This is an optimization exercise on Yosys and OpenROAD, whose aim is a short achievable clock period and few clock cycles per item, not a production implementation.
The RTL was checked by simulation tests, not by an equivalence proof against the original design.
Power and IR drop assume default switching activity.

<file path="flow/run.sh">
#!/bin/bash
# synth_recipe.tcl (not shown) runs the flow's synth.tcl, then flattens the netlist and writes it again
# the make line also repeats each setting of config.mk as NAME=value (left out here)
make -C /OpenROAD-flow-scripts/flow DESIGN_CONFIG=/design/flow/config.mk WORK_HOME=/design/flow/orfs CLKGATE_MAP_FILE= SYNTH_SCRIPT=/design/flow/synth_recipe.tcl finish
</file>
<file path="flow/config.mk">
export PLATFORM = sky130hd
export DESIGN_NAME = exec_core
export DESIGN_NICKNAME = exec_core
export VERILOG_FILES = /design/flow/design.v
export SDC_FILE = /design/flow/constraint.sdc
export NUM_CORES = 4
export LEC_CHECK = 0
export CAP_MARGIN = 20
export CORE_MARGIN = 2
export CORE_UTILIZATION = 40
export SLEW_MARGIN = 20
</file>
<file path="flow/constraint.sdc">
create_clock -name core_clock -period 6.3 [get_ports {clk_i}]
set_input_delay 1.2600 -clock core_clock [delete_from_list [all_inputs] [get_ports {clk_i}]]
set_output_delay 1.2600 -clock core_clock [all_outputs]
set_load 0.01 [all_outputs]
</file>
<file path="flow/design.v">
`default_nettype none
package core_pkg;
  localparam int DATA_WIDTH   = 32;
  localparam int REG_ID_WIDTH = 5;
  localparam int SHAMT_WIDTH  = 5;
  localparam int ROB_DEPTH     = 8;
  localparam int ROB_IDX_WIDTH = 3;
  localparam int MUL_STAGES = 4;
  localparam int MUL_CHUNK  = 8;
  typedef enum logic [2:0] {
    OP_ADD = 3'd0,
    OP_SUB = 3'd1,
    OP_AND = 3'd2,
    OP_OR  = 3'd3,
    OP_XOR = 3'd4,
    OP_SLL = 3'd5,
    OP_SRL = 3'd6,
    OP_MUL = 3'd7
  } exec_op_e;
endpackage
`default_nettype wire
`default_nettype none
module issue_unit (
  input  logic                     clk_i,
  input  logic                     rst_i,
  input  logic                     issue_valid_i,
  input  logic [2:0]               issue_op_i,
  input  logic [core_pkg::REG_ID_WIDTH-1:0]  issue_rd_i,
  input  logic [core_pkg::DATA_WIDTH-1:0]    issue_a_i,
  input  logic [core_pkg::DATA_WIDTH-1:0]    issue_b_i,
  output logic                     issue_ready_o,
  input  logic                     alu_hold_i,
  input  logic                     rob_full_i,
  input  logic [core_pkg::ROB_IDX_WIDTH-1:0] rob_tail_idx_i,
  output logic                     rob_alloc_o,
  output logic [core_pkg::REG_ID_WIDTH-1:0]  rob_alloc_rd_o,
  output logic                     mul_valid_o,
  output logic [core_pkg::ROB_IDX_WIDTH-1:0] mul_rob_idx_o,
  output logic [core_pkg::REG_ID_WIDTH-1:0]  mul_rd_o,
  output logic [core_pkg::DATA_WIDTH-1:0]    mul_multiplicand_o,
  output logic [core_pkg::DATA_WIDTH-1:0]    mul_multiplier_o,
  output logic [core_pkg::DATA_WIDTH-1:0]    mul_partial_o,
  output logic                     alu_valid_o,
  output logic [2:0]               alu_op_o,
  output logic [core_pkg::ROB_IDX_WIDTH-1:0] alu_rob_idx_o,
  output logic [core_pkg::REG_ID_WIDTH-1:0]  alu_rd_o,
  output logic [core_pkg::DATA_WIDTH-1:0]    alu_a_o,
  output logic [core_pkg::DATA_WIDTH-1:0]    alu_b_o
);
  logic running_q;
  logic accept;
  logic accept_mul;
  always_ff @(posedge clk_i) begin
    if (!rst_i) begin
      running_q <= 1'b0;
    end else begin
      running_q <= 1'b1;
    end
  end
  assign issue_ready_o  = running_q && !alu_hold_i && !rob_full_i;
  assign accept         = issue_valid_i && issue_ready_o;
  assign accept_mul     = accept && (issue_op_i == core_pkg::OP_MUL);
  assign rob_alloc_o    = accept;
  assign rob_alloc_rd_o = issue_rd_i;
  always_ff @(posedge clk_i) begin
    if (!rst_i) begin
      mul_valid_o <= 1'b0;
      alu_valid_o <= 1'b0;
    end else begin
      mul_valid_o <= accept_mul;
      if (!alu_hold_i) begin
        alu_valid_o <= accept && !accept_mul;
      end
    end
  end
  always_ff @(posedge clk_i) begin
    if (accept_mul) begin
      mul_rob_idx_o      <= rob_tail_idx_i;
      mul_rd_o           <= issue_rd_i;
      mul_multiplicand_o <= issue_a_i;
      mul_multiplier_o   <= issue_b_i;
      mul_partial_o      <= '0;
    end
    if (accept && !accept_mul) begin
      alu_op_o      <= issue_op_i;
      alu_rob_idx_o <= rob_tail_idx_i;
      alu_rd_o      <= issue_rd_i;
      alu_a_o       <= issue_a_i;
      alu_b_o       <= issue_b_i;
    end
  end
endmodule
`default_nettype wire
`default_nettype none
module mul_stage (
  input  logic                     clk_i,
  input  logic                     rst_i,
  input  logic                     up_valid_i,
  input  logic [core_pkg::ROB_IDX_WIDTH-1:0] up_rob_idx_i,
  input  logic [core_pkg::REG_ID_WIDTH-1:0]  up_rd_i,
  input  logic [core_pkg::DATA_WIDTH-1:0]    up_multiplicand_i,
  input  logic [core_pkg::DATA_WIDTH-1:0]    up_multiplier_i,
  input  logic [core_pkg::DATA_WIDTH-1:0]    up_partial_i,
  output logic                     dn_valid_o,
  output logic [core_pkg::ROB_IDX_WIDTH-1:0] dn_rob_idx_o,
  output logic [core_pkg::REG_ID_WIDTH-1:0]  dn_rd_o,
  output logic [core_pkg::DATA_WIDTH-1:0]    dn_multiplicand_o,
  output logic [core_pkg::DATA_WIDTH-1:0]    dn_multiplier_o,
  output logic [core_pkg::DATA_WIDTH-1:0]    dn_partial_o
);
  logic [core_pkg::DATA_WIDTH-1:0] chunk;
  logic [core_pkg::DATA_WIDTH-1:0] partial_sum;
  assign chunk       = {{(core_pkg::DATA_WIDTH-core_pkg::MUL_CHUNK){1'b0}}, up_multiplier_i[core_pkg::MUL_CHUNK-1:0]};
  assign partial_sum = up_partial_i + up_multiplicand_i * chunk;
  always_ff @(posedge clk_i) begin
    if (!rst_i) begin
      dn_valid_o <= 1'b0;
    end else begin
      dn_valid_o <= up_valid_i;
    end
  end
  always_ff @(posedge clk_i) begin
    dn_rob_idx_o      <= up_rob_idx_i;
    dn_rd_o           <= up_rd_i;
    dn_partial_o      <= partial_sum;
    dn_multiplicand_o <= up_multiplicand_i << core_pkg::MUL_CHUNK;
    dn_multiplier_o   <= up_multiplier_i >> core_pkg::MUL_CHUNK;
  end
endmodule
`default_nettype wire
`default_nettype none
module alu_unit (
  input  logic                     clk_i,
  input  logic                     rst_i,
  input  logic                     req_valid_i,
  input  logic [2:0]               req_op_i,
  input  logic [core_pkg::ROB_IDX_WIDTH-1:0] req_rob_idx_i,
  input  logic [core_pkg::DATA_WIDTH-1:0]    req_a_i,
  input  logic [core_pkg::DATA_WIDTH-1:0]    req_b_i,
  input  logic                     alu_grant_i,
  output logic                     alu_hold_o,
  output logic                     res_valid_o,
  output logic [core_pkg::ROB_IDX_WIDTH-1:0] res_idx_o,
  output logic [core_pkg::DATA_WIDTH-1:0]    res_data_o
);
  logic [core_pkg::SHAMT_WIDTH-1:0] shamt;
  logic [core_pkg::DATA_WIDTH-1:0]  result;
  assign shamt = req_b_i[core_pkg::SHAMT_WIDTH-1:0];
  always_comb begin : alu_calc
    case (req_op_i)
      core_pkg::OP_ADD:  result = req_a_i + req_b_i;
      core_pkg::OP_SUB:  result = req_a_i - req_b_i;
      core_pkg::OP_AND:  result = req_a_i & req_b_i;
      core_pkg::OP_OR:   result = req_a_i | req_b_i;
      core_pkg::OP_XOR:  result = req_a_i ^ req_b_i;
      core_pkg::OP_SLL:  result = req_a_i << shamt;
      core_pkg::OP_SRL:  result = req_a_i >> shamt;
      default: result = '0;
    endcase
  end
  assign alu_hold_o = res_valid_o && !alu_grant_i;
  always_ff @(posedge clk_i) begin
    if (!rst_i) begin
      res_valid_o <= 1'b0;
    end else if (!alu_hold_o) begin
      res_valid_o <= req_valid_i;
    end
  end
  always_ff @(posedge clk_i) begin
    if (!alu_hold_o && req_valid_i) begin
      res_idx_o  <= req_rob_idx_i;
      res_data_o <= result;
    end
  end
endmodule
`default_nettype wire
`default_nettype none
module wb_arbiter (
  input  logic                     mul_valid_i,
  input  logic [core_pkg::ROB_IDX_WIDTH-1:0] mul_idx_i,
  input  logic [core_pkg::DATA_WIDTH-1:0]    mul_data_i,
  input  logic                     alu_valid_i,
  input  logic [core_pkg::ROB_IDX_WIDTH-1:0] alu_idx_i,
  input  logic [core_pkg::DATA_WIDTH-1:0]    alu_data_i,
  output logic                     alu_grant_o,
  output logic                     cpl_valid_o,
  output logic [core_pkg::ROB_IDX_WIDTH-1:0] cpl_idx_o,
  output logic [core_pkg::DATA_WIDTH-1:0]    cpl_data_o
);
  assign alu_grant_o = alu_valid_i && !mul_valid_i;
  assign cpl_valid_o = mul_valid_i || alu_valid_i;
  always_comb begin
    if (mul_valid_i) begin
      cpl_idx_o  = mul_idx_i;
      cpl_data_o = mul_data_i;
    end else begin
      cpl_idx_o  = alu_idx_i;
      cpl_data_o = alu_data_i;
    end
  end
endmodule
`default_nettype wire
`default_nettype none
module reorder_buffer (
  input  logic                     clk_i,
  input  logic                     rst_i,
  input  logic                     alloc_i,
  input  logic [core_pkg::REG_ID_WIDTH-1:0]  alloc_rd_i,
  input  logic                     cpl_valid_i,
  input  logic [core_pkg::ROB_IDX_WIDTH-1:0] cpl_idx_i,
  input  logic [core_pkg::DATA_WIDTH-1:0]    cpl_data_i,
  output logic                     full_o,
  output logic [core_pkg::ROB_IDX_WIDTH-1:0] tail_idx_o,
  output logic                     commit_valid_o,
  output logic [core_pkg::REG_ID_WIDTH-1:0]  commit_rd_o,
  output logic [core_pkg::DATA_WIDTH-1:0]    commit_data_o
);
  logic [core_pkg::REG_ID_WIDTH-1:0] rd_q   [core_pkg::ROB_DEPTH];
  logic [core_pkg::DATA_WIDTH-1:0]   data_q [core_pkg::ROB_DEPTH];
  logic                    done_q [core_pkg::ROB_DEPTH];
  logic [core_pkg::ROB_IDX_WIDTH-1:0] head_q;
  logic [core_pkg::ROB_IDX_WIDTH-1:0] tail_q;
  logic [core_pkg::ROB_IDX_WIDTH:0]   count_q;
  logic                     commit;
  assign full_o     = (count_q == (core_pkg::ROB_IDX_WIDTH+1)'(core_pkg::ROB_DEPTH));
  assign tail_idx_o = tail_q;
  assign commit = (count_q != '0) && done_q[head_q];
  always_ff @(posedge clk_i) begin
    if (!rst_i) begin
      head_q         <= '0;
      tail_q         <= '0;
      count_q        <= '0;
      commit_valid_o <= 1'b0;
      for (int i = 0; i < core_pkg::ROB_DEPTH; i++) begin
        done_q[i] <= 1'b0;
      end
    end else begin
      commit_valid_o <= commit;
      if (alloc_i) begin
        tail_q         <= tail_q + 1'b1;
        done_q[tail_q] <= 1'b0;
      end
      if (cpl_valid_i) begin
        done_q[cpl_idx_i] <= 1'b1;
      end
      if (commit) begin
        head_q <= head_q + 1'b1;
      end
      case ({alloc_i, commit})
        2'b10:   count_q <= count_q + 1'b1;
        2'b01:   count_q <= count_q - 1'b1;
        default: count_q <= count_q;
      endcase
    end
  end
  always_ff @(posedge clk_i) begin
    if (alloc_i) begin
      rd_q[tail_q] <= alloc_rd_i;
    end
    if (cpl_valid_i) begin
      data_q[cpl_idx_i] <= cpl_data_i;
    end
    if (commit) begin
      commit_rd_o   <= rd_q[head_q];
      commit_data_o <= data_q[head_q];
    end
  end
endmodule
`default_nettype wire
`default_nettype none
module exec_core (
  input  logic                    clk_i,
  input  logic                    rst_i,
  input  logic                    issue_valid_i,
  input  logic [2:0]              issue_op_i,
  input  logic [core_pkg::REG_ID_WIDTH-1:0] issue_rd_i,
  input  logic [core_pkg::DATA_WIDTH-1:0]   issue_a_i,
  input  logic [core_pkg::DATA_WIDTH-1:0]   issue_b_i,
  output logic                    issue_ready_o,
  output logic                    commit_valid_o,
  output logic [core_pkg::REG_ID_WIDTH-1:0] commit_rd_o,
  output logic [core_pkg::DATA_WIDTH-1:0]   commit_data_o
);
  logic                     ml_valid        [core_pkg::MUL_STAGES+1];
  logic [core_pkg::ROB_IDX_WIDTH-1:0] ml_rob_idx      [core_pkg::MUL_STAGES+1];
  logic [core_pkg::REG_ID_WIDTH-1:0]  ml_rd           [core_pkg::MUL_STAGES+1];
  logic [core_pkg::DATA_WIDTH-1:0]    ml_multiplicand [core_pkg::MUL_STAGES+1];
  logic [core_pkg::DATA_WIDTH-1:0]    ml_multiplier   [core_pkg::MUL_STAGES+1];
  logic [core_pkg::DATA_WIDTH-1:0]    ml_partial      [core_pkg::MUL_STAGES+1];
  logic                     alu_req_valid;
  logic [2:0]               alu_req_op;
  logic [core_pkg::ROB_IDX_WIDTH-1:0] alu_req_rob_idx;
  logic [core_pkg::REG_ID_WIDTH-1:0]  alu_req_rd;
  logic [core_pkg::DATA_WIDTH-1:0]    alu_req_a;
  logic [core_pkg::DATA_WIDTH-1:0]    alu_req_b;
  logic                     alu_hold;
  logic                     alu_grant;
  logic                     alu_res_valid;
  logic [core_pkg::ROB_IDX_WIDTH-1:0] alu_res_idx;
  logic [core_pkg::DATA_WIDTH-1:0]    alu_res_data;
  logic                     rob_full;
  logic [core_pkg::ROB_IDX_WIDTH-1:0] rob_tail_idx;
  logic                     rob_alloc;
  logic [core_pkg::REG_ID_WIDTH-1:0]  rob_alloc_rd;
  logic                     cpl_valid;
  logic [core_pkg::ROB_IDX_WIDTH-1:0] cpl_idx;
  logic [core_pkg::DATA_WIDTH-1:0]    cpl_data;
  issue_unit u_issue (
    .clk_i              (clk_i),
    .rst_i              (rst_i),
    .issue_valid_i      (issue_valid_i),
    .issue_op_i         (issue_op_i),
    .issue_rd_i         (issue_rd_i),
    .issue_a_i          (issue_a_i),
    .issue_b_i          (issue_b_i),
    .issue_ready_o      (issue_ready_o),
    .alu_hold_i         (alu_hold),
    .rob_full_i         (rob_full),
    .rob_tail_idx_i     (rob_tail_idx),
    .rob_alloc_o        (rob_alloc),
    .rob_alloc_rd_o     (rob_alloc_rd),
    .mul_valid_o        (ml_valid[0]),
    .mul_rob_idx_o      (ml_rob_idx[0]),
    .mul_rd_o           (ml_rd[0]),
    .mul_multiplicand_o (ml_multiplicand[0]),
    .mul_multiplier_o   (ml_multiplier[0]),
    .mul_partial_o      (ml_partial[0]),
    .alu_valid_o        (alu_req_valid),
    .alu_op_o           (alu_req_op),
    .alu_rob_idx_o      (alu_req_rob_idx),
    .alu_rd_o           (alu_req_rd),
    .alu_a_o            (alu_req_a),
    .alu_b_o            (alu_req_b)
  );
  for (genvar k = 0; k < core_pkg::MUL_STAGES; k++) begin : g_mul
    mul_stage u_stage (
      .clk_i             (clk_i),
      .rst_i             (rst_i),
      .up_valid_i        (ml_valid[k]),
      .up_rob_idx_i      (ml_rob_idx[k]),
      .up_rd_i           (ml_rd[k]),
      .up_multiplicand_i (ml_multiplicand[k]),
      .up_multiplier_i   (ml_multiplier[k]),
      .up_partial_i      (ml_partial[k]),
      .dn_valid_o        (ml_valid[k+1]),
      .dn_rob_idx_o      (ml_rob_idx[k+1]),
      .dn_rd_o           (ml_rd[k+1]),
      .dn_multiplicand_o (ml_multiplicand[k+1]),
      .dn_multiplier_o   (ml_multiplier[k+1]),
      .dn_partial_o      (ml_partial[k+1])
    );
  end
  alu_unit u_alu (
    .clk_i         (clk_i),
    .rst_i         (rst_i),
    .req_valid_i   (alu_req_valid),
    .req_op_i      (alu_req_op),
    .req_rob_idx_i (alu_req_rob_idx),
    .req_a_i       (alu_req_a),
    .req_b_i       (alu_req_b),
    .alu_grant_i   (alu_grant),
    .alu_hold_o    (alu_hold),
    .res_valid_o   (alu_res_valid),
    .res_idx_o     (alu_res_idx),
    .res_data_o    (alu_res_data)
  );
  wb_arbiter u_wb_arb (
    .mul_valid_i (ml_valid[core_pkg::MUL_STAGES]),
    .mul_idx_i   (ml_rob_idx[core_pkg::MUL_STAGES]),
    .mul_data_i  (ml_partial[core_pkg::MUL_STAGES]),
    .alu_valid_i (alu_res_valid),
    .alu_idx_i   (alu_res_idx),
    .alu_data_i  (alu_res_data),
    .alu_grant_o (alu_grant),
    .cpl_valid_o (cpl_valid),
    .cpl_idx_o   (cpl_idx),
    .cpl_data_o  (cpl_data)
  );
  reorder_buffer u_rob (
    .clk_i          (clk_i),
    .rst_i          (rst_i),
    .alloc_i        (rob_alloc),
    .alloc_rd_i     (rob_alloc_rd),
    .cpl_valid_i    (cpl_valid),
    .cpl_idx_i      (cpl_idx),
    .cpl_data_i     (cpl_data),
    .full_o         (rob_full),
    .tail_idx_o     (rob_tail_idx),
    .commit_valid_o (commit_valid_o),
    .commit_rd_o    (commit_rd_o),
    .commit_data_o  (commit_data_o)
  );
endmodule
`default_nettype wire
</file>
==> results.json <==
{
  "outcome": "no timing/DRC/antenna violations",
  "mostFrequentLayoutCells": "edfxtp_1 (505), inv_1 (418), nand2_1 (352)",
  "clk_path_buf_depth": 3,
  "final_hold_viol_count": 0,
  "fin_cells": 5772,
  "use_met2_pct": 33.8,
  "drc": 0,
  "dp_hpwl_um": 93700,
  "clk_pin_slew_worst_paths_ns": 0.06,
  "design_area_um2": 53600,
  "synth_cell_type_count": 87,
  "initial_core_util_pct": 40.2,
  "hold_ws_ns": 0.311,
  "ant_nets": 0,
  "ctsHoldBuffers": 0,
  "fp-row-count": 126,
  "use_met1_pct": 28.3,
  "pwr-share-comb_pct": 24.6,
  "drt-pass1-iter-count": 6,
  "cts.sinks": 771,
  "worstSkewPairLatency_ns": 0.69,
  "cts-htree-levels": 3,
  "fp.dieArea_um2": 121000,
  "cts_tree": "built",
  "portBuffers": 113,
  "skew_ns": 0.0514,
  "slew_headroom_pct": 28.2,
  "synth_edf_count": 505,
  "max_cap_viol_count": 0,
  "grt_first_pass_wirelength_um": 191000,
  "core_area_um2": 118000,
  "cp-end-kind": "flop",
  "ir_worst_vdd_uv": 275,
  "vias": 30400,
  "total_power_mw": 14.4,
  "final_min_period_over_clock_period_pct": 96.5,
  "die_w_um": 348,
  "required_ns": 6.88,
  "rr_startpoint": "g_mul[0].u_stage.dn_multiplicand_o[14]",
  "avgRoutedWirePerCell_um": 21.6,
  "r2r_setup_slack_ns": 0.22,
  "p_leak_nw": 21.1,
  "timing.fmax_ghz": 0.165,
  "worst_pin_slew_ns": 1.07,
  "p_sw_share_pct": 30.1,
  "path_class": "flop to flop",
  "antenna_found_initial": 3,
  "final_nets": 4840,
  "setup_viol": 0,
  "arrival_ns": 6.66,
  "synth_ff_type": "edfxtp_1",
  "ys_seq_area_share_pct": 43.3,
  "grt_start_max_net_pins": 93,
  "finalCriticalPeriod_ns": 6.08,
  "overflow": 0,
  "io-pin-count": 114,
  "reg2regPathDepth": 26,
  "cts_root_buf": "clkbuf_16",
  "placed_cells": 5612,
  "drt_first_iter_violations": 2427,
  "detailed_place.area_um2": 50800,
  "avgViaCountPerCell": 5.26,
  "top_usage_layer": "met2",
  "start_kind": "flop",
  "cp_max_fo": 5,
  "yosysWarnings": 12,
  "net-switching-power_mw": 4.33,
  "crit_path_start": "g_mul[0].u_stage.dn_multiplicand_o[14]",
  "endpoint": "g_mul[1].u_stage.dn_partial_o[30]",
  "synthArstFlopShare_pct": 0,
  "drv_slew": 0,
  "yosys_register_bits": 771,
  "reg2reg_to": "g_mul[1].u_stage.dn_partial_o[30]",
  "syn-num-nets": 4657,
  "area_growth_pct": 13.4,
  "synth.cell_area_um2": 47300,
  "layout-drive-gt1-share_pct": 12.0,
  "clkPwrFrac_pct": 33.1,
  "grt_pass1_vias": 31100,
  "postSynthAreaPerCell_um2": 11.9,
  "die_h_um": 348,
  "grt_use_met3_pct": 3.04,
  "synthCells": 3981,
  "wirelength_um": 125000,
  "p_seq_share_pct": 42.3,
  "final_common_cell": "edfxtp_1",
  "gp_congestion": 0.954,
  "cts_made_buffers": 82,
  "hold_path_class": "flop to flop",
  "internal-power_mw": 10.0,
  "track_usage_pct": 20.7,
  "fin_setup_tns_ns": 0,
  "p_per_area_nw_per_um2": 268
}
-- final cells by class --
class / instances / area (um^2)
Fill cell: 10600 / 64100
Multi-Input combinational cell: 2650 / 24900
Sequential cell: 771 / 20500
Clock buffer: 108 / 2220
Timing Repair Buffer: 237 / 2080
Tap cell: 1536 / 1920
Inverter: 422 / 1580
Clock inverter: 45 / 437
Antenna cell: 3 / 7.51
-- through the flow --
| stage | utilization, % | worst slack, ns |
|---|---|---|
| floorplan | - | 0.00170 |
| global placement | 43.2 | -0.0945 |
| detailed placement | 43.2 | -0.0695 |
| CTS | 45.4 | 0.0183 |
| global route | 45.5 | -0.0518 |
| finish | 45.5 | 0.221 |
-- timing repair --
| item | 4_1_cts | 5_1_grt |
|---|---|---|
| cloned | 0 | 0 |
| setup endpoints to repair | 1 | 5 |
| setup buffers | 0 | 3 |
| pin swaps | 5 | 21 |
| resized for setup | 9 | 28 |
-- metal layers --
| metal | vias to the layer above | routed length, um |
|---|---|---|
| met5 | - | 9 |
| met4 | 2 | 4180 |
| met3 | 219 | 6930 |
| met2 | 921 | 58500 |
| met1 | 15100 | 55100 |
| li1 | 14100 | - |
-- critical path, cell delays in order, from the launching register on --
cell      delay [ns]
dfxtp_1         0.36
and2_1          0.20
fa_1            0.53
fa_1            0.51
fa_1            0.49
inv_1           0.05
fa_1            0.47
inv_1           0.04
ha_1            0.21
or3_1           0.35
o221a_2         0.25
o21ai_1         0.12
nand2b_1        0.08
a21oi_2         0.17
xnor2_1         0.09
ha_1            0.31
buf_4           0.15
buf_4           0.14
a21oi_2         0.16
o21ai_2         0.08
a311o_1         0.29
a31o_1          0.19
a21oi_2         0.14
nand2b_4        0.15
a21oi_2         0.07
a221oi_2        0.27
xnor2_1         0.10
-- registers in the layout (all words and copies together), names as in the netlist, 40 cells and up, named ones only --
register,count
u_rob.data_q,256
g_mul.u_stage.dn_partial_o,128
g_mul.u_stage.dn_multiplicand_o,48
g_mul.u_stage.dn_multiplier_o,48
u_rob.rd_q,40
-- cell usage after synthesis (12+ instances only) --
cell type | count | area, um^2
mux2_2 | 72 | 811
fa_1 | 341 | 6830
o21ai_0 | 124 | 621
o22ai_1 | 17 | 106
a211oi_1 | 13 | 97.6
nor3_1 | 24 | 120
xor2_1 | 52 | 455
inv_1 | 419 | 1570
a21o_1 | 42 | 315
and2_1 | 310 | 1940
nor2b_1 | 24 | 150
o21bai_1 | 25 | 188
a31oi_1 | 21 | 131
mux2i_1 | 84 | 841
edfxtp_1 | 505 | 15200
buf_1 | 23 | 86.3
o211ai_1 | 20 | 150
nand2_1 | 354 | 1330
o21a_1 | 27 | 203
xnor2_1 | 152 | 1330
o221ai_1 | 12 | 105
dfxtp_1 | 266 | 5330
clkbuf_1 | 100 | 375
ha_1 | 260 | 3250
nor2_1 | 176 | 661
or3_1 | 15 | 93.8
mux4_2 | 106 | 2390
nand2b_1 | 36 | 225
a21oi_1 | 150 | 751
nand3_1 | 36 | 180
-- kinds of logic after synthesis --
family	synth area share, %
and+or+nand+nor	10.7
buffers and inverters	4.53
AOI/OAI and AO/OA	7.83
xor gates and xnor gates	3.82
DFF	43.3
muxes	8.54
adders and majority gates	21.3
-- worst min-delay path by stage --
| stage | start | endpoint | slack, ns | cells after the start |
|---|---|---|---|---|
| 3_5_place_dp | g_mul[1].u_stage.dn_partial_o[10] | g_mul[2].u_stage.dn_partial_o[10] | 0.31 | 0 |
| 5_1_grt | g_mul[1].u_stage.dn_partial_o[4] | g_mul[2].u_stage.dn_partial_o[4] | 0.32 | 0 |
| 2_1_floorplan | g_mul[0].u_stage.dn_multiplier_o[8] | g_mul[1].u_stage.dn_multiplier_o[0] | 0.31 | 0 |
| 4_1_cts | g_mul[1].u_stage.dn_partial_o[4] | g_mul[2].u_stage.dn_partial_o[4] | 0.31 | 0 |
| 6_report | g_mul[1].u_stage.dn_partial_o[4] | g_mul[2].u_stage.dn_partial_o[4] | 0.31 | 0 |
| 3_3_place_gp | g_mul[0].u_stage.dn_rob_idx_o[2] | g_mul[1].u_stage.dn_rob_idx_o[2] | 0.31 | 0 |
-- power groups by stage --
stage | Combinational (mW) | Sequential, mW | Clock, mW
floorplan | 2.44 | 6.01 | 0
global placement | 3.39 | 6.19 | 0
detailed placement | 3.43 | 6.19 | 0
CTS | 3.46 | 6.09 | 4.88
global route | 3.90 | 6.10 | 5.07
finish | 3.53 | 6.08 | 4.76
Testbench counts, summed over its fixed seeds: cycles 5,379, items 4,800.

==> afterwards: timing with drivers on the ports <==
No port has a modelled driver above. Below, the same layout with a new extraction and two added sets of constraints. Step 1, drivers: a clkbuf_16 drives clk_i and a buf_2 each remaining input, both assumed. Step 2 adds t to the input delays and takes it off the output delays; t is the mean of the earliest and latest rising clock arrival at the registers after step 1. Input paths then give back, and output paths get back, about the clock's delay inside the block. a / b / c = ideal / step 1 / step 2; a / b = the first two.
t, ns: 0.741
setup WS [ns]: 0.221 / 0.221 / 0.221
latest minus earliest clock arrival (ns): 0.052 / 0.052
After both steps setup and hold are still met in this run. For this run, drivers alone change the setup slack by 0.000 ns; drivers and shift together by 0.000 ns.
